From an optimization exercise on the open Yosys and OpenROAD flow, aimed at a short achievable clock period and few clock cycles; shortcuts taken in it are not production practice.
Function was checked by simulation only, so behaviour that the tests miss may differ from the original.
Power is estimated from default activity; no workload was simulated.

**config.mk**
```make
export PLATFORM = sky130hd
export DESIGN_NAME = cpuTop
export DESIGN_NICKNAME = cpuTop
export VERILOG_FILES = /design/flow/design.v
export SDC_FILE = /design/flow/constraint.sdc
export NUM_CORES = 4
export LEC_CHECK = 0
export ABC_CLOCK_PERIOD_IN_PS = 4000
export CAP_MARGIN = 20
export CORE_MARGIN = 2
export CORE_UTILIZATION = 40
export SETUP_SLACK_MARGIN = 5
export SLEW_MARGIN = 20
```
**standard.sh**
```bash
#!/bin/bash
# synth_recipe.tcl (not shown) runs the flow's synth.tcl, then flattens the netlist and writes it again
# the make line also repeats each setting of config.mk as NAME=value (left out here)
make -C /OpenROAD-flow-scripts/flow DESIGN_CONFIG=/design/flow/config.mk WORK_HOME=/design/flow/orfs CLKGATE_MAP_FILE= SYNTH_SCRIPT=/design/flow/synth_recipe.tcl "${@:-finish}"
```
**flow/run.sh**
```bash
#!/bin/bash
set -euo pipefail
cd "$(dirname "$0")/.."
bash standard.sh \
  "BUFFER_PORTS_ARGS=-buffer_cell sky130_fd_sc_hd__buf_4" \
  SETUP_SLACK_MARGIN=6.5 \
  MATCH_CELL_FOOTPRINT=0 \
  finish > flow_make.log 2>&1
```
**constraint.sdc**
```tcl
create_clock -name core_clock -period 11.0 [get_ports {clk}]
set_input_delay 2.2000 -clock core_clock [delete_from_list [all_inputs] [get_ports {clk}]]
set_output_delay 2.2000 -clock core_clock [all_outputs]
set_load 0.01 [all_outputs]
```
**design.v**
```verilog
package isaPkg;
  typedef enum logic [3:0] {
    RTYPE  = 4'b0000,   
    ANDI   = 4'b0001,
    ORI    = 4'b0010,
    XORI   = 4'b0011,
    SCOND  = 4'b0100,   
    ADDI   = 4'b0101,
    JRA    = 4'b0110,   
    LOAD   = 4'b0111,
    RTYPE2 = 4'b1000,   
    SUBI   = 4'b1001,
    STR    = 4'b1010,
    CMPI   = 4'b1011,
    BCOND  = 4'b1100,
    J      = 4'b1101,
    MULTI  = 4'b1110,
    JAL    = 4'b1111
  } opCodeE;
  typedef enum logic [3:0] {
    AND  = 4'b0001,
    OR   = 4'b0010,
    XOR  = 4'b0011,
    NOT  = 4'b0100,
    ADD  = 4'b0101,
    ADDU = 4'b0110,   
    SUB  = 4'b1001,
    CMP  = 4'b1011,
    MULT = 4'b1110
  } functCodeE;
  parameter functCodeE LSH  = functCodeE'(4'b0100);   
  parameter functCodeE LSHI = functCodeE'(4'b0000);   
  parameter functCodeE ASH  = functCodeE'(4'b0110);
  parameter functCodeE ASHI = functCodeE'(4'b0011);   
  typedef enum logic [3:0] {
    EQ = 4'd0, NE = 4'd1, CS = 4'd2, CC = 4'd3, HI = 4'd4,
    LS = 4'd5, GT = 4'd6, LE = 4'd7, FS = 4'd8, FC = 4'd9,
    UC = 4'd14   
  } condCodeE;
  typedef struct packed {
    opCodeE     opCode;
    logic [3:0] rDest;   
    functCodeE  funct;
    logic [3:0] rSrc;
  } rFormT;
  typedef struct packed {
    opCodeE     opCode;
    logic [3:0] rDest;
    logic [7:0] imm;     
  } iFormT;
  typedef union packed {
    rFormT rView;
    iFormT iView;
  } instrWord;
endpackage
package ctrlPkg;
  typedef enum logic [2:0] {
    ALU_ADD  = 3'b000,
    ALU_SUB  = 3'b001,
    ALU_OR   = 3'b010,
    ALU_AND  = 3'b011,
    ALU_XOR  = 3'b100,
    ALU_NOT  = 3'b101,
    ALU_MULT = 3'b110,
    ALU_CMP  = 3'b111
  } aluOpE;
  typedef struct packed {
    logic  branch;       
    logic  jump;         
    logic  jumpRa;       
    logic  cfWrite;      
    logic  lznWrite;     
    logic  wbPsr;        
    logic  rtSrcReg;     
    logic  wbSrc;        
    logic  memSrc;       
    logic  shiftSrc;     
    logic  aluSrcB;      
    logic  regWriteEn;
    logic  raWrite;      
    logic  shiftType;    
    logic  memWrite;
    logic  enRam;        
    aluOpE aluOp;
  } ctrlSignals;
  typedef struct packed {
    logic c;   
    logic l;   
    logic f;   
    logic z;
    logic n;   
  } psrFlags;
endpackage
`timescale 1ns/10ps
module logicController (
  input  logic [15:0] instr,
  output logic [10:0] sel,
  output logic        wen,      
  output logic        cf,       
  output logic        lzn,      
  output logic        load,
  output logic        store,
  output logic        arith,    
  output logic        regB,     
  output logic        useA,     
  output logic        useB,     
  output logic        branch,
  output logic        jump,     
  output logic        jal,
  output logic        jra,      
  output logic        mul
);
  localparam int S_ADD = 0, S_SUB = 1, S_AND = 2, S_OR = 3, S_XOR = 4, S_NOT = 5,
                 S_MUL = 6, S_SHF = 7, S_LD = 8, S_SCD = 9, S_PASS = 10;
  logic [3:0] op, fn;
  assign op = instr[15:12];
  assign fn = instr[7:4];
  always_comb
  begin
    sel    = '0;
    wen    = 1'b0;
    cf     = 1'b0;
    lzn    = 1'b0;
    load   = 1'b0;
    store  = 1'b0;
    arith  = 1'b0;
    regB   = 1'b0;
    useA   = 1'b0;
    useB   = 1'b0;
    branch = 1'b0;
    jump   = 1'b0;
    jal    = 1'b0;
    jra    = 1'b0;
    case (op)
      4'd0:   
      begin
        regB = 1'b1;
        useA = 1'b1;
        useB = 1'b1;
        wen  = 1'b1;
        case (fn)
          4'd1:  sel[S_AND] = 1'b1;
          4'd2:  sel[S_OR]  = 1'b1;
          4'd3:  sel[S_XOR] = 1'b1;
          4'd4:  sel[S_NOT] = 1'b1;
          4'd6:  sel[S_ADD] = 1'b1;
          4'd9:  begin sel[S_SUB] = 1'b1; cf = 1'b1; end
          4'd11: begin wen = 1'b0; lzn = 1'b1; end
          4'd14: sel[S_MUL] = 1'b1;
          default: begin sel[S_ADD] = 1'b1; cf = 1'b1; end
        endcase
      end
      4'd1:  begin sel[S_AND] = 1'b1; wen = 1'b1; useA = 1'b1; end
      4'd2:  begin sel[S_OR]  = 1'b1; wen = 1'b1; useA = 1'b1; end
      4'd3:  begin sel[S_XOR] = 1'b1; wen = 1'b1; useA = 1'b1; end
      4'd4:  begin sel[S_SCD] = 1'b1; wen = 1'b1; end
      4'd5:  begin sel[S_ADD] = 1'b1; wen = 1'b1; useA = 1'b1; cf = 1'b1; end
      4'd6:  jra = 1'b1;
      4'd7:  begin sel[S_LD] = 1'b1; wen = 1'b1; load = 1'b1; regB = 1'b1; useB = 1'b1; end
      4'd8:   
      begin
        sel[S_SHF] = 1'b1;
        wen   = 1'b1;
        useA  = 1'b1;
        regB  = (fn[3:2] != 2'b00);   
        useB  = (fn[3:2] != 2'b00);
        arith = (fn == 4'b0110) || (fn[3:1] == 3'b001);
      end
      4'd9:  begin sel[S_SUB] = 1'b1; wen = 1'b1; useA = 1'b1; cf = 1'b1; end
      4'd10: begin store = 1'b1; regB = 1'b1; useA = 1'b1; useB = 1'b1; end
      4'd11: begin lzn = 1'b1; useA = 1'b1; end
      4'd12: branch = 1'b1;
      4'd13: jump = 1'b1;
      4'd14: begin sel[S_MUL] = 1'b1; wen = 1'b1; useA = 1'b1; end
      4'd15: begin jump = 1'b1; jal = 1'b1; sel[S_PASS] = 1'b1; wen = 1'b1; end
      default: ;
    endcase
  end
  assign mul = sel[S_MUL];
endmodule
`timescale 1ns/10ps
module regFile (
  input  logic                          clk,
  input  logic                          reset,
  input  logic [$clog2(16)-1:0] rdAddr0,
  input  logic [$clog2(16)-1:0] rdAddr1,
  input  logic [$clog2(16)-1:0] rdAddr2,
  input  logic [$clog2(16)-1:0] rdAddr3,
  input  logic                          wrEn0,
  input  logic [$clog2(16)-1:0] wrAddr0,
  input  logic [16-1:0]        wrData0,
  input  logic                          wrEn1,
  input  logic [$clog2(16)-1:0] wrAddr1,
  input  logic [16-1:0]        wrData1,
  input  logic                          wrEn2,
  input  logic [$clog2(16)-1:0] wrAddr2,
  input  logic [16-1:0]        wrData2,
  output logic [16-1:0]        rdData0,
  output logic [16-1:0]        rdData1,
  output logic [16-1:0]        rdData2,
  output logic [16-1:0]        rdData3,
  output logic [16-1:0]        rdLink    
);
  localparam int AW = $clog2(16);
  logic [16-1:0] regs [16];
  assign rdData0 = regs[rdAddr0];   
  assign rdData1 = regs[rdAddr1];
  assign rdData2 = regs[rdAddr2];
  assign rdData3 = regs[rdAddr3];
  assign rdLink  = regs[15];
  always_ff @(posedge clk)
  begin
    if (reset)
    begin
      for (int i = 0; i < 16; i++)
        regs[i] <= '0;
    end
    else
    begin
      for (int i = 0; i < 16; i++)
        if (wrEn0 && wrAddr0 == i[AW-1:0])
          regs[i] <= wrData0;
        else if (wrEn1 && wrAddr1 == i[AW-1:0])
          regs[i] <= wrData1;
        else if (wrEn2 && wrAddr2 == i[AW-1:0])
          regs[i] <= wrData2;
    end
  end
endmodule
`timescale 1ns/10ps
module aluUnit (
  input  logic [16-1:0] opA,        
  input  logic [16-1:0] opB,        
  input  logic [10:0]            sel,
  input  logic                   arith,      
  input  logic                   condTrue,   
  input  logic [16-1:0] memRdata,   
  output logic [16-1:0] result
);
  localparam int S_ADD = 0, S_SUB = 1, S_AND = 2, S_OR = 3, S_XOR = 4, S_NOT = 5,
                 S_MUL = 6, S_SHF = 7, S_LD = 8, S_SCD = 9, S_PASS = 10;
  logic [16-1:0] sum, diff, shf;
  assign sum  = opA + opB;
  assign diff = opA - opB;
  shiftUnit u_shift (.src(opA), .amount(opB[4:0]), .arith(arith), .result(shf));
  always_comb
  begin
    result = '0;
    if (sel[S_ADD])  result = result | sum;
    if (sel[S_SUB])  result = result | diff;
    if (sel[S_AND])  result = result | (opA & opB);
    if (sel[S_OR])   result = result | (opA | opB);
    if (sel[S_XOR])  result = result | (opA ^ opB);
    if (sel[S_NOT])  result = result | ~opB;
    if (sel[S_SHF])  result = result | shf;
    if (sel[S_LD])   result = result | memRdata;
    if (sel[S_SCD])  result = result | {{(16-1){1'b0}}, condTrue};
    if (sel[S_PASS]) result = result | opA;
  end
endmodule
`timescale 1ns/10ps
module shiftUnit (
  input  logic [16-1:0] src,      
  input  logic signed [4:0]      amount,   
  input  logic                   arith,    
  output logic [16-1:0] result
);
  logic [4:0] mag;   
  assign mag = -amount;
  always_comb
  begin
    if (!amount[4])
      result = src << amount[3:0];
    else if (arith)
      result = $signed(src) >>> mag;
    else
      result = src >> mag;   
  end
endmodule
`timescale 1ns/10ps
module iCache #(
  parameter int IDX = 4,
  parameter int W   = 16
) (
  input  logic                 clk,
  input  logic                 reset,
  input  logic [16-1:0] pc,
  input  logic [W-1:0]         fillData,   
  output logic                 hit,        
  output logic [W-1:0]         lookData
);
  localparam int N = 1 << IDX;
  logic [16-1:0]   key;
  logic                   valid [N];
  logic [16-1:IDX] tag   [N];
  logic [W-1:0]           data  [N];
  assign key = pc - 1'b1;
  always_ff @(posedge clk)
  begin
    for (int i = 0; i < N; i++)
    begin
      if (reset)
        valid[i] <= 1'b0;
      else if (key[IDX-1:0] == i[IDX-1:0])
        valid[i] <= 1'b1;
    end
  end
  always_ff @(posedge clk)
  begin
    for (int i = 0; i < N; i++)
      if (!reset && key[IDX-1:0] == i[IDX-1:0])
      begin
        tag[i]  <= key[16-1:IDX];
        data[i] <= fillData;
      end
  end
  assign hit      = valid[pc[IDX-1:0]] && (tag[pc[IDX-1:0]] == pc[16-1:IDX]);
  assign lookData = data[pc[IDX-1:0]];
endmodule
`timescale 1ns/10ps
module cpuTop (
  input  logic                   clk,
  input  logic                   reset,
  input  logic [15:0]            instr,     
  input  logic [16-1:0] memRdata,
  output logic [16-1:0]   pc,
  output logic [16-1:0] memAddr,
  output logic [16-1:0] memWdata,
  output logic                   memWrite,
  output logic                   memEn
);
  localparam int S_ADD = 0, S_SUB = 1, S_AND = 2, S_OR = 3, S_XOR = 4, S_NOT = 5,
                 S_MUL = 6, S_SHF = 7, S_LD = 8, S_SCD = 9, S_PASS = 10, NSEL = 11;
  logic [15:0] pcInc, pc2;
  logic        hit1;
  assign pcInc = pc + 16'd1;
  assign pc2   = pc + 16'd2;
  logic [3:0]  rd0, rs0, rd1, rs1;
  logic [7:0]  imm1;
  logic [15:0] simm0, simm1, pcBr0, pcBr1;
  assign rd0   = instr[11:8];
  assign rs0   = instr[3:0];
  assign simm0 = {{8{instr[7]}}, instr[7:0]};
  assign pcBr0 = pc + simm0;
  assign simm1 = {{8{imm1[7]}}, imm1};
  logic [NSEL-1:0] sel0, sel1;
  logic wen0, cf0, lzn0, ld0, st0, ar0, rb0, ua0, ub0, br0, jp0, jal0, jra0, mul0;
  logic wen1, cf1, lzn1, ld1, st1, ar1, rb1, ua1, ub1, br1, jp1, jal1, jra1, mul1;
  logicController u_dec0 (
    .instr(instr), .sel(sel0), .wen(wen0), .cf(cf0), .lzn(lzn0), .load(ld0), .store(st0),
    .arith(ar0), .regB(rb0), .useA(ua0), .useB(ub0), .branch(br0), .jump(jp0),
    .jal(jal0), .jra(jra0), .mul(mul0)
  );
  localparam int CW = NSEL + 14 + 4 + 4 + 8 + 16;
  iCache #(.IDX(4), .W(CW)) u_icache (
    .clk(clk), .reset(reset), .pc(pc),
    .fillData({sel0, wen0, cf0, lzn0, ld0, st0, ar0, rb0, ua0, ub0, br0, jp0, jal0, jra0, mul0,
               rd0, rs0, instr[7:0], pcBr0}),
    .hit(hit1),
    .lookData({sel1, wen1, cf1, lzn1, ld1, st1, ar1, rb1, ua1, ub1, br1, jp1, jal1, jra1, mul1,
               rd1, rs1, imm1, pcBr1})
  );
  logic [NSEL-1:0] xSel0, xSel1;
  logic        xWen0, xWen1;        
  logic [3:0]  xDst0, xDst1, xCond0, xCond1;
  logic [15:0] xA0, xB0, xA1, xB1;
  logic        xArith0, xArith1;
  logic        xCf, xLzn, fSub;
  logic [15:0] fA, fB;
  logic        xLoad, xStore;
  logic [15:0] xMemA, xMemD;
  logic        xMulV, mV;
  logic [3:0]  xMulDst, mDst;
  logic [15:0] mA, mB;
  logic [4:0]  flags;         
  logic        fC, fL, fF, fZ, fN;
  assign {fC, fL, fF, fZ, fN} = flags;
  logic [15:0] rA0, rB0, rA1, rB1, r15, xRes0, xRes1, prod;
  regFile u_regs (
    .clk(clk), .reset(reset),
    .rdAddr0(rd0), .rdAddr1(rs0), .rdAddr2(rd1), .rdAddr3(rs1),
    .wrEn0(xWen1 && !reset), .wrAddr0(xDst1), .wrData0(xRes1),   
    .wrEn1(xWen0 && !reset), .wrAddr1(xDst0), .wrData1(xRes0),
    .wrEn2(mV && !reset),    .wrAddr2(mDst),  .wrData2(prod),
    .rdData0(rA0), .rdData1(rB0), .rdData2(rA1), .rdData3(rB1), .rdLink(r15)
  );
  function automatic logic condOf(input logic [3:0] k, input logic c, input logic l,
                                  input logic f, input logic z, input logic n);
    case (k)
      4'd0:  condOf = z;
      4'd1:  condOf = !z;
      4'd2:  condOf = c;
      4'd3:  condOf = !c;
      4'd4:  condOf = l;
      4'd5:  condOf = !l;
      4'd6:  condOf = n;
      4'd7:  condOf = !n;
      4'd8:  condOf = f;
      4'd9:  condOf = !f;
      4'd14: condOf = 1'b1;
      default: condOf = 1'b0;
    endcase
  endfunction
  logic xCT0, xCT1;
  assign xCT0 = condOf(xCond0, fC, fL, fF, fZ, fN);   
  assign xCT1 = condOf(xCond1, fC, fL, fF, fZ, fN);
  aluUnit u_alu0 (
    .opA(xA0), .opB(xB0), .sel(xSel0), .arith(xArith0), .condTrue(xCT0),
    .memRdata(memRdata), .result(xRes0)
  );
  aluUnit u_alu1 (
    .opA(xA1), .opB(xB1), .sel(xSel1), .arith(xArith1), .condTrue(xCT1),
    .memRdata(memRdata), .result(xRes1)
  );
  logic [16:0] fsum, fdiff;
  logic        nC, nF, nZ, nL, nN;
  assign fsum  = {1'b0, fA} + {1'b0, fB};
  assign fdiff = {1'b0, fA} - {1'b0, fB};
  assign nC = fSub ? fdiff[16] : fsum[16];
  assign nF = fSub ? ((fA[15] != fB[15]) && (fdiff[15] != fA[15]))
                   : ((fA[15] == fB[15]) && (fsum[15] != fA[15]));
  assign nZ = (fA == fB);
  assign nL = fdiff[16];                        
  assign nN = ($signed(fB) > $signed(fA));
  assign memAddr  = xMemA;
  assign memWdata = xMemD;
  assign memEn    = (xLoad || xStore) && !reset;
  assign memWrite = xStore && !reset;
  logic [15:0] pp0;
  logic [11:0] pp1;
  logic [7:0]  pp2;
  logic [3:0]  pp3;
  always_ff @(posedge clk)
  begin
    pp0 <= mA * mB[3:0];
    pp1 <= mA[11:0] * mB[7:4];
    pp2 <= mA[7:0] * mB[11:8];
    pp3 <= mA[3:0] * mB[15:12];
  end
  assign prod = pp0 + {pp1, 4'b0} + {pp2, 8'b0} + {pp3, 12'b0};
  function automatic logic [15:0] fwd(input logic [3:0] r, input logic [15:0] rf,
                                      input logic w1, input logic [3:0] d1, input logic [15:0] v1,
                                      input logic w0, input logic [3:0] d0, input logic [15:0] v0,
                                      input logic wm, input logic [3:0] dm, input logic [15:0] vm);
    if (w1 && d1 == r)
      fwd = v1;
    else if (w0 && d0 == r)
      fwd = v0;
    else if (wm && dm == r)
      fwd = vm;
    else
      fwd = rf;
  endfunction
  logic [15:0] aVal0, bVal0, aVal1, bVal1, lVal, opB0, opB1;
  assign aVal0 = fwd(rd0,   rA0, xWen1, xDst1, xRes1, xWen0, xDst0, xRes0, mV, mDst, prod);
  assign bVal0 = fwd(rs0,   rB0, xWen1, xDst1, xRes1, xWen0, xDst0, xRes0, mV, mDst, prod);
  assign aVal1 = fwd(rd1,   rA1, xWen1, xDst1, xRes1, xWen0, xDst0, xRes0, mV, mDst, prod);
  assign bVal1 = fwd(rs1,   rB1, xWen1, xDst1, xRes1, xWen0, xDst0, xRes0, mV, mDst, prod);
  assign lVal  = fwd(4'd15, r15, xWen1, xDst1, xRes1, xWen0, xDst0, xRes0, mV, mDst, prod);
  assign opB0  = rb0 ? bVal0 : simm0;
  assign opB1  = rb1 ? bVal1 : simm1;
  logic haz0, haz1, stall, ctl0, raw, waw, issue2;
  logic [3:0] dst1;
  assign haz0 = xMulV && ((ua0 && xMulDst == rd0) || ((ub0 || jp0) && xMulDst == rs0) ||
                          (jra0 && xMulDst == 4'd15));
  assign haz1 = xMulV && ((ua1 && xMulDst == rd1) || ((ub1 || jp1) && xMulDst == rs1) ||
                          (jra1 && xMulDst == 4'd15));
  assign stall = haz0;
  assign ctl0 = br0 || jp0 || jra0;
  assign dst1 = jal1 ? 4'd15 : rd1;
  assign raw  = wen0 && ((ua1 && rd1 == rd0) || ((ub1 || jp1) && rs1 == rd0) ||
                         (jra1 && rd0 == 4'd15));
  assign waw  = wen0 && wen1 && (dst1 == rd0);
  assign issue2 = hit1 && !ctl0 && !raw && !waw && !haz1 &&
                  !((ld0 || st0) && (ld1 || st1)) &&        
                  !(mul0 && mul1) &&                        
                  !((cf0 || lzn0) && (cf1 || lzn1)) &&      
                  !((cf0 || lzn0) && (br1 || sel1[S_SCD]));   
  logic eC, eL, eF, eZ, eN, taken;
  logic [15:0] pcBr, pcSeq, pcNext;
  assign eC = xCf  ? nC : fC;
  assign eF = xCf  ? nF : fF;
  assign eL = xLzn ? nL : fL;
  assign eZ = xLzn ? nZ : fZ;
  assign eN = xLzn ? nN : fN;
  assign taken = (br0 && condOf(rd0, eC, eL, eF, eZ, eN)) ||
                 (issue2 && br1 && condOf(rd1, eC, eL, eF, eZ, eN));
  assign pcBr  = br0 ? pcBr0 : pcBr1;
  always_comb
  begin
    if (issue2)
    begin
      if (jp1)
        pcSeq = bVal1;
      else if (jra1)
        pcSeq = lVal;
      else
        pcSeq = pc2;
    end
    else
    begin
      if (jp0)
        pcSeq = bVal0;
      else if (jra0)
        pcSeq = lVal;
      else
        pcSeq = pcInc;
    end
  end
  assign pcNext = taken ? pcBr : pcSeq;
  always_ff @(posedge clk)
  begin
    if (reset)
      pc <= '0;
    else if (!stall)
      pc <= pcNext;
  end
  always_ff @(posedge clk)
  begin
    if (reset || stall)
    begin   
      xSel0  <= '0;
      xSel1  <= '0;
      xWen0  <= 1'b0;
      xWen1  <= 1'b0;
      xCf    <= 1'b0;
      xLzn   <= 1'b0;
      xLoad  <= 1'b0;
      xStore <= 1'b0;
      xMulV  <= 1'b0;
    end
    else
    begin
      xSel0  <= sel0;
      xSel1  <= issue2 ? sel1 : '0;
      xWen0  <= wen0 && !mul0;
      xWen1  <= issue2 && wen1 && !mul1;
      xCf    <= cf0 || (issue2 && cf1);
      xLzn   <= lzn0 || (issue2 && lzn1);
      xLoad  <= ld0 || (issue2 && ld1);
      xStore <= st0 || (issue2 && st1);
      xMulV  <= mul0 || (issue2 && mul1);
    end
  end
  always_ff @(posedge clk)
  begin
    xDst0   <= jal0 ? 4'd15 : rd0;
    xDst1   <= dst1;
    xCond0  <= rd0;
    xCond1  <= rd1;
    xArith0 <= ar0;
    xArith1 <= ar1;
    xA0     <= jal0 ? pcInc : aVal0;
    xA1     <= jal1 ? pc2 : aVal1;
    xB0     <= opB0;
    xB1     <= opB1;
    if (cf0 || lzn0)
    begin
      fA   <= aVal0;
      fB   <= opB0;
      fSub <= sel0[S_SUB];
    end
    else
    begin
      fA   <= aVal1;
      fB   <= opB1;
      fSub <= sel1[S_SUB];
    end
    if (ld0 || st0)
    begin
      xMemA <= bVal0;
      xMemD <= aVal0;
    end
    else
    begin
      xMemA <= bVal1;
      xMemD <= aVal1;
    end
    if (mul0)
    begin
      mA      <= aVal0;
      mB      <= opB0;
      xMulDst <= rd0;
    end
    else
    begin
      mA      <= aVal1;
      mB      <= opB1;
      xMulDst <= rd1;
    end
    mDst <= xMulDst;
  end
  always_ff @(posedge clk)
  begin
    if (reset)
      mV <= 1'b0;
    else
      mV <= xMulV;
  end
  always_ff @(posedge clk)
  begin
    if (reset)
      flags <= '0;
    else
    begin
      if (xCf)
      begin
        flags[4] <= nC;
        flags[2] <= nF;
      end
      if (xLzn)
      begin
        flags[3] <= nL;
        flags[1] <= nZ;
        flags[0] <= nN;
      end
    end
  end
endmodule
```
==> results of run 1 <==
[power by group through the flow]
stage	clock (mW)	sequential, mW	combinational (mW)
floorplan	0	6.99	4.67
global placement	0	7.45	7.60
detailed placement	0	7.45	7.67
CTS	5.87	7.34	8.90
global route	6.09	7.38	10.2
finish	5.85	7.39	9.89
[kinds of logic after synthesis]
family	Yosys count	synth area share
simple gates	2475	0.1320
mux	390	0.05409
compound gates	2854	0.2317
xor+xnor	215	0.02162
fa+ha+maj	297	0.04844
flops	1524	0.4625
buf+inv	1063	0.04966
[routing by layer]
metal	global-route usage	part of all wire
met4	0.2762	0.082
met5	0	0.00032
met2	0.6366	0.41
met3	0.1417	0.13
met1	0.5698	0.37
[metrics by stage]
stage / cells / worst slack (ps)
3_3_place_gp: 11350 / 3859
4_1_cts: 11989 / 6085
3_5_place_dp: 11353 / 3940
5_1_grt: 12165 / 6026
2_1_floorplan: 8818 / 6026
6_report: 12173 / 6032
[cell usage after synthesis, types with 33 or more instances]
cell      number  area share
mux4_2        56       0.014
nor4_1        33      0.0024
ha_1         230       0.033
xnor2_1      150       0.015
o221ai_1      37      0.0037
a31oi_1       75      0.0054
mux2_2        65      0.0084
o31ai_1       43      0.0037
nand2b_1      61      0.0044
clkbuf_1     596       0.026
a21oi_1      470       0.027
mux2i_1      264       0.030
inv_1        267       0.012
a211oi_1     265       0.023
xor2_1        65      0.0065
nand2_1      788       0.034
a21o_1        45      0.0039
nor2b_1       45      0.0032
fa_1          67       0.015
a221oi_1     157       0.016
a311oi_1      35      0.0035
a222oi_1      55      0.0063
nor2_1       791       0.034
a221o_1       47      0.0054
a22o_1       114       0.011
buf_2         91      0.0052
o211ai_1     260       0.022
nand3_1      184       0.011
nor3_1       136      0.0078
dfxtp_1      548        0.13
o22ai_1      110      0.0079
and3_1        59      0.0042
edfxtp_1     976        0.34
nand4_1      121      0.0087
a22oi_1      393       0.034
and2_1       100      0.0072
o21ai_0      402       0.023
buf_1         63      0.0027
[final timing paths]
kind	slack (ps)	cells after the start	start	to
max reg2reg	6030	19	pc[0]	pc[3]
max	6030	19	pc[0]	pc[3]
min	480	2	u_icache.valid[6]	u_icache.valid[6]
min reg2reg	480	2	u_icache.valid[6]	u_icache.valid[6]
[worst max-delay path: stages (launching register included)]
cell        delay [ps]
dfxtp_2            350
buf_12             130
clkinvlp_4         130
buf_6              150
ha_4               180
buf_12             160
a22o_1             210
a222oi_1           240
or4b_4             570
mux2i_4            200
buf_12             170
buf_12             110
xnor2_4             70
or4_4              620
buf_4              200
a31oi_1            300
and3_4             280
a2111oi_4           60
o211ai_1           530
o211a_1            230
[repair_timing]
item,in CTS,in global routing
setup endpoints to repair,1029,615
endpoints found under the hold margin,0,0
pin swaps,154,138
gates resized for setup,821,371
setup buffers,269,148
cloned,45,24
[layout make-up]
cell class	count	area, um2	share of cell area
Clock buffer	227	4642	0.04276
Sequential cell	1524	40330	0.3715
Inverter	279	1204	0.01109
Antenna cell	10	25.02	0.0002305
Clock inverter	95	1074	0.009890
Timing Repair Buffer	938	10320	0.09508
Tap cell	2854	3571	0.03290
Timing Repair inverter	2	22.52	0.0002075
Multi-Input combinational cell	6244	47360	0.4363
==> run notes, run 1 <==
status no timing/DRC/antenna violations; Die H 470.6 um; Critical Path AT 5780 ps; Global Route Usage Sum 0.4411; setup TNS 0 ps; initial detailed-routing violation count 14.94k; cell internal pwr 13.38 mW; number of clock sinks 1524; YS warnings 10; IO buf count 83; Seq/Total Area, Yosys 0.4625; die area 221500 um2; #FFs+latches synth 1524; Vias 85.81k; final setup fails 0; # rows 171; Worst EP required 11810 ps; Core Area 216700 um2; area added between synthesis and finish 24.63%; VDD IR max 0.2425 mV; Net Sw Power 9.749 mW; Pins Over Slew Limit 0; Syn Inst Count 8818; power density over cell area 213.1 nW/um2; Fillers 19.57k; Post-Syn Area 87090 um2; post-synthesis net count 9149; hold_ws 475.8 ps; CTS clk-pin slew, worst paths 60 ps; largest register by flop count u_icache.data; largest fanout on the critical path 6; final core area utilization 0.5008; GP Congestion 1.052; fmax 201.3 MHz; H-Tree Depth 4; Final Skew 82.85 ps; Final nets 9492; initial core utilization 0.4018; Async SR Flop Fraction 0; RSZ-0062 raised after global routing true; Largest regs u_icache.data x784, u_regs.regs x256, u_icache.tag x192; clock buffer depth 3; Avg Vias per Cell 7.049; vias in the first global route 77.43k; I/O pins 84; DP Area 92240 um2; slew margin rel. 0.06801; Post-synth EDFFs 976; Clock power frac 0.253; Sw Ratio 0.4214; final critical-path required period 4968 ps; crit path capture type flip-flop; WL final 514200 um; share of layout cells above drive strength 1 0.2223; detailed placement HPWL 329400 um; fin crit share 0.4516; drt drc 0; Seq pwr share 0.320; max cap viols 0; largest net degree at the start of global routing 74; Tot Pwr 23.13 mW; CTS buffer count 172; Post-synth top flop edfxtp_1; worst-margin pin slew 1398 ps; CP Class flip-flop to flip-flop; Hold WC Path Type flip-flop to flip-flop; Netlist cell types 112; Final Hold Viols 0; Leak 37.80 nW; Avg WL per Cell 42.24 um; Mean Syn Cell Area 9.877 um2; most frequent cells in the layout edfxtp_1 (976), nand2_1 (754), nor2_1 (726); commonest non-fill, non-tap cell in the layout edfxtp_1; post-detailed-route count of antenna-violating nets 0; Clk Latency, worst-skew pair 890 ps; Design Area, Final 108500 um2; initial antenna violation count 32; Hold Buf Count CTS 0; Root Buffer clkbuf_16; GR Overflow Total 0; Chip Width 470.6 um; combinational power share 0.427; CTS tree yes; DRT Pass-1 Iters 10; first-pass GRT wire length 677300 um; startpoint types flip-flop; max FFs per register 784
Testbench counts, summed over its fixed seeds: cycles 92,551.
==> run 2: changes to the inputs <==
--- a/design.v
+++ b/design.v
@@ -286,15 +286,18 @@
   input  logic                 reset,
   input  logic [16-1:0] pc,
   input  logic [W-1:0]         fillData,   
+  input  logic [1:0]           step,       
   output logic                 hit,        
   output logic [W-1:0]         lookData
 );
   localparam int N = 1 << IDX;
-  logic [16-1:0]   key;
+  logic [16-1:0]   key, k1, k2;
   logic                   valid [N];
   logic [16-1:IDX] tag   [N];
   logic [W-1:0]           data  [N];
   assign key = pc - 1'b1;
+  assign k1  = pc + 1'b1;
+  assign k2  = pc + 2'd2;
   always_ff @(posedge clk)
   begin
     for (int i = 0; i < N; i++)
@@ -314,8 +317,17 @@
         data[i] <= fillData;
       end
   end
-  assign hit      = valid[pc[IDX-1:0]] && (tag[pc[IDX-1:0]] == pc[16-1:IDX]);
-  assign lookData = data[pc[IDX-1:0]];
+  logic         hit1q, hit2q;
+  logic [W-1:0] data1q, data2q;
+  always_ff @(posedge clk)
+  begin
+    hit1q  <= valid[k1[IDX-1:0]] && (tag[k1[IDX-1:0]] == k1[16-1:IDX]);
+    hit2q  <= valid[k2[IDX-1:0]] && (tag[k2[IDX-1:0]] == k2[16-1:IDX]);
+    data1q <= data[k1[IDX-1:0]];
+    data2q <= data[k2[IDX-1:0]];
+  end
+  assign hit      = (step[0] && hit1q) || (step[1] && hit2q);
+  assign lookData = step[1] ? data2q : data1q;
 endmodule
 `timescale 1ns/10ps
 module cpuTop (
@@ -333,6 +345,7 @@
                  S_MUL = 6, S_SHF = 7, S_LD = 8, S_SCD = 9, S_PASS = 10, NSEL = 11;
   logic [15:0] pcInc, pc2;
   logic        hit1;
+  logic [1:0]  step;   
   assign pcInc = pc + 16'd1;
   assign pc2   = pc + 16'd2;
   logic [3:0]  rd0, rs0, rd1, rs1;
@@ -353,7 +366,7 @@
   );
   localparam int CW = NSEL + 14 + 4 + 4 + 8 + 16;
   iCache #(.IDX(4), .W(CW)) u_icache (
-    .clk(clk), .reset(reset), .pc(pc),
+    .clk(clk), .reset(reset), .pc(pc), .step(step),
     .fillData({sel0, wen0, cf0, lzn0, ld0, st0, ar0, rb0, ua0, ub0, br0, jp0, jal0, jra0, mul0,
                rd0, rs0, instr[7:0], pcBr0}),
     .hit(hit1),
@@ -517,6 +530,15 @@
   end
   always_ff @(posedge clk)
   begin
+    if (reset || stall || taken)
+      step <= 2'b00;
+    else if (issue2)
+      step <= {!(jp1 || jra1), 1'b0};
+    else
+      step <= {1'b0, !(jp0 || jra0)};
+  end
+  always_ff @(posedge clk)
+  begin
     if (reset || stall)
     begin   
       xSel0  <= '0;
==> flow/run.sh (replaced) <==
#!/bin/bash
set -euo pipefail
cd "$(dirname "$0")/.."
bash standard.sh \
  "BUFFER_PORTS_ARGS=-buffer_cell sky130_fd_sc_hd__buf_4" \
  "PRE_IO_PLACEMENT_TCL=$PWD/flow/io.tcl" \
  SETUP_SLACK_MARGIN=6.5 \
  MATCH_CELL_FOOTPRINT=0 \
  finish > flow_make.log 2>&1
==> flow/io.tcl (new file) <==
# Keep reset and the two memory strobes it gates side by side, so the
# reset -> memEn / memWrite paths stay short.
set_io_pin_constraint -group -order -pin_names {memEn reset memWrite}
==> run notes, run 2 <==
status no timing/DRC/antenna violations; max cap viols 0 (unchanged); post-synthesis net count 10.19k (+11%); pre-CTS WS 4257 ps (+316.7 ps); Largest regs u_icache.data x784, u_regs.regs x256, u_icache.tag x192; initial core utilization 0.4025 (+0.0006662); Netlist cell types 112 (unchanged); CP Cell Sequence buf_16 > nor2b_4 > buf_6; GR Overflow Total 0 (unchanged); slowest CP cell buf_16; Avg WL per Cell 46.51 um (+10%); worst-margin pin slew 1399 ps (+1.243 ps); Post-Syn Area 94750 um2 (+8.8%); DR WL met3 91570 um (+34%); Pins Over Slew Limit 0 (unchanged); Hold WC Path Type flip-flop to flip-flop; Synth top cells by count nor2_1 (1039), edfxtp_1 (976), nand2_1 (747), a22oi_1 (687), dfxtp_1 (650); CP endpoint memWrite; fmax 211.8 MHz (+5.2%); post-detailed-route count of antenna-violating nets 0 (unchanged); Critical Path AT 2520 ps (-3260 ps); Chip Width 490.7 um (+4.3%); Critical R2R Launch pc[1]; fin crit share 0.4293 (-0.02237); max incr delay on CP 120 ps (-500 ps); CTS tree yes; Global Route Usage Sum 0.4861 (+0.04504); number of clock sinks 1626 (+6.7%); initial detailed-routing violation count 20.31k (+36%); largest register by flop count u_icache.data; Final nets 10.26k (+8.1%); met2 routed WL 248900 um (+18%); top sig layer met5; Clk Latency, worst-skew pair 920 ps (+30 ps); IO buf count 83 (unchanged); Root Buffer clkbuf_16; WL final 618400 um (+20%); Avg Vias per Cell 7.530 (+6.8%); H-Tree Depth 4 (unchanged); commonest non-fill, non-tap cell in the layout nor2_1; final setup fails 0 (unchanged); RSZ-0062 raised after global routing true; setup TNS 0 ps (unchanged); R2R cell count 14 (-5); I/O pins 84 (unchanged); count leader, synth nor2_1; Final Hold Viols 0 (unchanged); Tot Pwr 23.19 mW (+0.26%); largest cells by area after synthesis edfxtp_1 (31%), dfxtp_1 (14%), a22oi_1 (5.4%), nor2_1 (4.1%), ha_1 (3.0%); CTS clk-pin slew, worst paths 80 ps (+20 ps); detailed placement HPWL 398900 um (+21%); Worst EP required 8800 ps (-3010 ps); clock buffer depth 3 (unchanged); max FFs per register 784 (unchanged); FF-to-FF End u_icache.hit2q; most frequent cells in the layout nor2_1 (1000), edfxtp_1 (976), nand2_1 (729); final core area utilization 0.4731 (-0.02769); startpoint types input port; top cell type by total area after synthesis edfxtp_1; Seq/Total Area, Yosys 0.4466 (-0.01584); Async SR Flop Fraction 0 (unchanged); drt drc 0 (unchanged); DRT Pass-1 Iters 13 (+3); power density over cell area 208.2 nW/um2 (-2.3%); worst path setup slack after routing 6278 ps (+246.1 ps); slew margin rel. 0.06402 (-0.003992); Yosys top cell area share 0.3093 (-0.02720); Post-synth top flop edfxtp_1; Final Skew 81.31 ps (-1.536 ps); area added between synthesis and finish 17.55%; M1 WL 215500 um (+12%); flop-to-flop setup slack 6330 ps (+300 ps); share of layout cells above drive strength 1 0.1672 (-0.05508); CTS buffer count 175 (+1.7%); die area 240800 um2 (+8.7%); Fillers 21.80k (+11%); Leak 38.49 nW (+1.8%); CP Class input port to primary output; Syn Inst Count 9855 (+12%); largest net degree at the start of global routing 162 (+120%); Mean Syn Cell Area 9.615 um2 (-2.7%); Core Area 235400 um2 (+8.6%); # rows 178 (+4.1%); Worst Setup SP reset; largest fanout on the critical path 4 (-2); Die H 490.7 um (+4.3%); #FFs+latches synth 1626 (+6.7%); YS warnings 10 (unchanged); Vias 100.1k (+17%); crit path capture type primary output; Post-synth EDFFs 976 (unchanged); VDD IR max 0.6434 mV (+170%); first-pass GRT wire length 807700 um (+19%); final critical-path required period 4722 ps (-246.1 ps); vias in the first global route 89.59k (+16%); initial antenna violation count 81 (+150%); GP Congestion 1.105 (+5.0%)
==> run 2: changes by cell type in the layout (fill, tap and decap cells not counted), moves of 62 or more <==
| cell | change |
|---|---|
| a22o_1 | +123 |
| a211oi_1 | -67 |
| nor2_1 | +274 |
| a21oi_1 | +71 |
| a222oi_1 | +85 |
| a221oi_1 | +112 |
| dfxtp_1 | +98 |
| diode_2 | +62 |
| buf_6 | -80 |
| nor3_1 | +107 |
| a22oi_1 | +308 |
| buf_12 | -71 |
| nand3_1 | +62 |
==> run 2: cells by family after synthesis <==
| family | count (synthesis) | synth area share |
|---|---|---|
| flip-flops | 1626 | 0.4466 |
| adder cells (fa/ha/maj) | 297 | 0.04453 |
| multiplexers | 343 | 0.04355 |
| XOR/XNOR | 234 | 0.02163 |
| AO/OA/AOI/OAI | 3260 | 0.2513 |
| AND/OR/NAND/NOR | 2969 | 0.1452 |
| buffers and inverters | 1126 | 0.04708 |
==> run 2: critical path: cells and delay by family <==
kind	cells	cell delay, ps
AND/OR/NAND/NOR	1	100
buffers and inverters	2	220
==> run 2: layout make-up <==
| class | count | area (um2) | share of cell area |
|---|---|---|---|
| inverters | 268 | 1067 | 0.009582 |
| multi-input cells | 7130 | 50990 | 0.4578 |
| well taps | 3150 | 3941 | 0.03539 |
| repair buffers | 727 | 6904 | 0.06199 |
| diodes | 72 | 180.2 | 0.001618 |
| clock inverters | 90 | 1094 | 0.009818 |
| flip-flops and latches | 1626 | 42390 | 0.3806 |
| clock buffers | 232 | 4813 | 0.04322 |
==> run 2: metrics by stage <==
step | hold slack (ps) | instance area, um2 | instances
final | 456.8 | 111400 | 13295
after global routing | 502.6 | 111200 | 13230
after CTS | 466.6 | 109100 | 13141
after detailed placement | 465.3 | 100600 | 12715
after global placement | 453.7 | 100600 | 12713
after floorplan | 329.1 | 95160 | 9855
==> run 2: layer usage <==
metal,up-vias,track usage
li1,38291,-
met1,48654,0.5887
met2,10121,0.6887
met3,3015,0.1894
met4,36,0.3773
met5,-,0.0003968
==> run 2: how the worst min path moves through the flow <==
| stage | from | end | slack [ps] | cells after the start |
|---|---|---|---|---|
| 6_report | u_icache.data2q[49] | xSel1[3] | 460 | 2 |
| 5_1_grt | xMulDst[1] | mDst[1] | 500 | 0 |
| 4_1_cts | u_icache.data2q[49] | xSel1[3] | 470 | 2 |
| 3_5_place_dp | u_icache.data2q[49] | xSel1[3] | 470 | 2 |
| 3_3_place_gp | u_icache.data1q[49] | xSel1[3] | 450 | 2 |
| 2_1_floorplan | xMulDst[0] | mDst[0] | 330 | 0 |
==> run 2: what timing repair did <==
item,CTS,global route
pin swaps,51,48
hold buffers,0,0
resized for setup,405,273
endpoints found under the hold margin,0,0
cloned,32,18
buffers inserted,72,61
setup endpoints to repair,871,366
==> run 2: report_power, final <==
group | switching (mW) | internal (mW) | leakage [nW]
logic | 6.48 | 2.71 | 21.6
clock network | 2.74 | 3.40 | 2.84
registers | 0.739 | 7.12 | 14.0
Testbench counts of run 2, summed over its fixed seeds: cycles 94,376.

-- re-timing with driven ports --
Ports are ideal in the flow. The routed layouts listed here were re-timed in OpenROAD. Step 1 (the two cells are an assumption about what drives the block):
set clk [get_ports {clk}]
set_driving_cell -lib_cell sky130_fd_sc_hd__clkbuf_16 $clk
set_driving_cell -lib_cell sky130_fd_sc_hd__buf_2 [delete_from_list [all_inputs] $clk]
Step 2 also shifts input and output timing later by t, the mid clock arrival at the registers, as if the neighbouring blocks saw the same clock. a / b / c = ideal ports / drivers / drivers and shift; a / b = the first two.
run | t, ns | setup slack, ns | worst setup path at the end | worst register clock-pin slew, ns | pins driven straight from the clock port
run 1 | 0.952 | 6.032 / 5.798 / 5.106 | input to register | 0.08 / 0.08 | 1
run 2 | 0.974 | 6.278 / 5.897 / 5.027 | input to register | 0.08 / 0.08 | 1
After both steps every run listed still meets setup and hold. The setup slack of run 2, which loses most, moves by -0.381 ns with the drivers and by -1.251 ns with both steps.
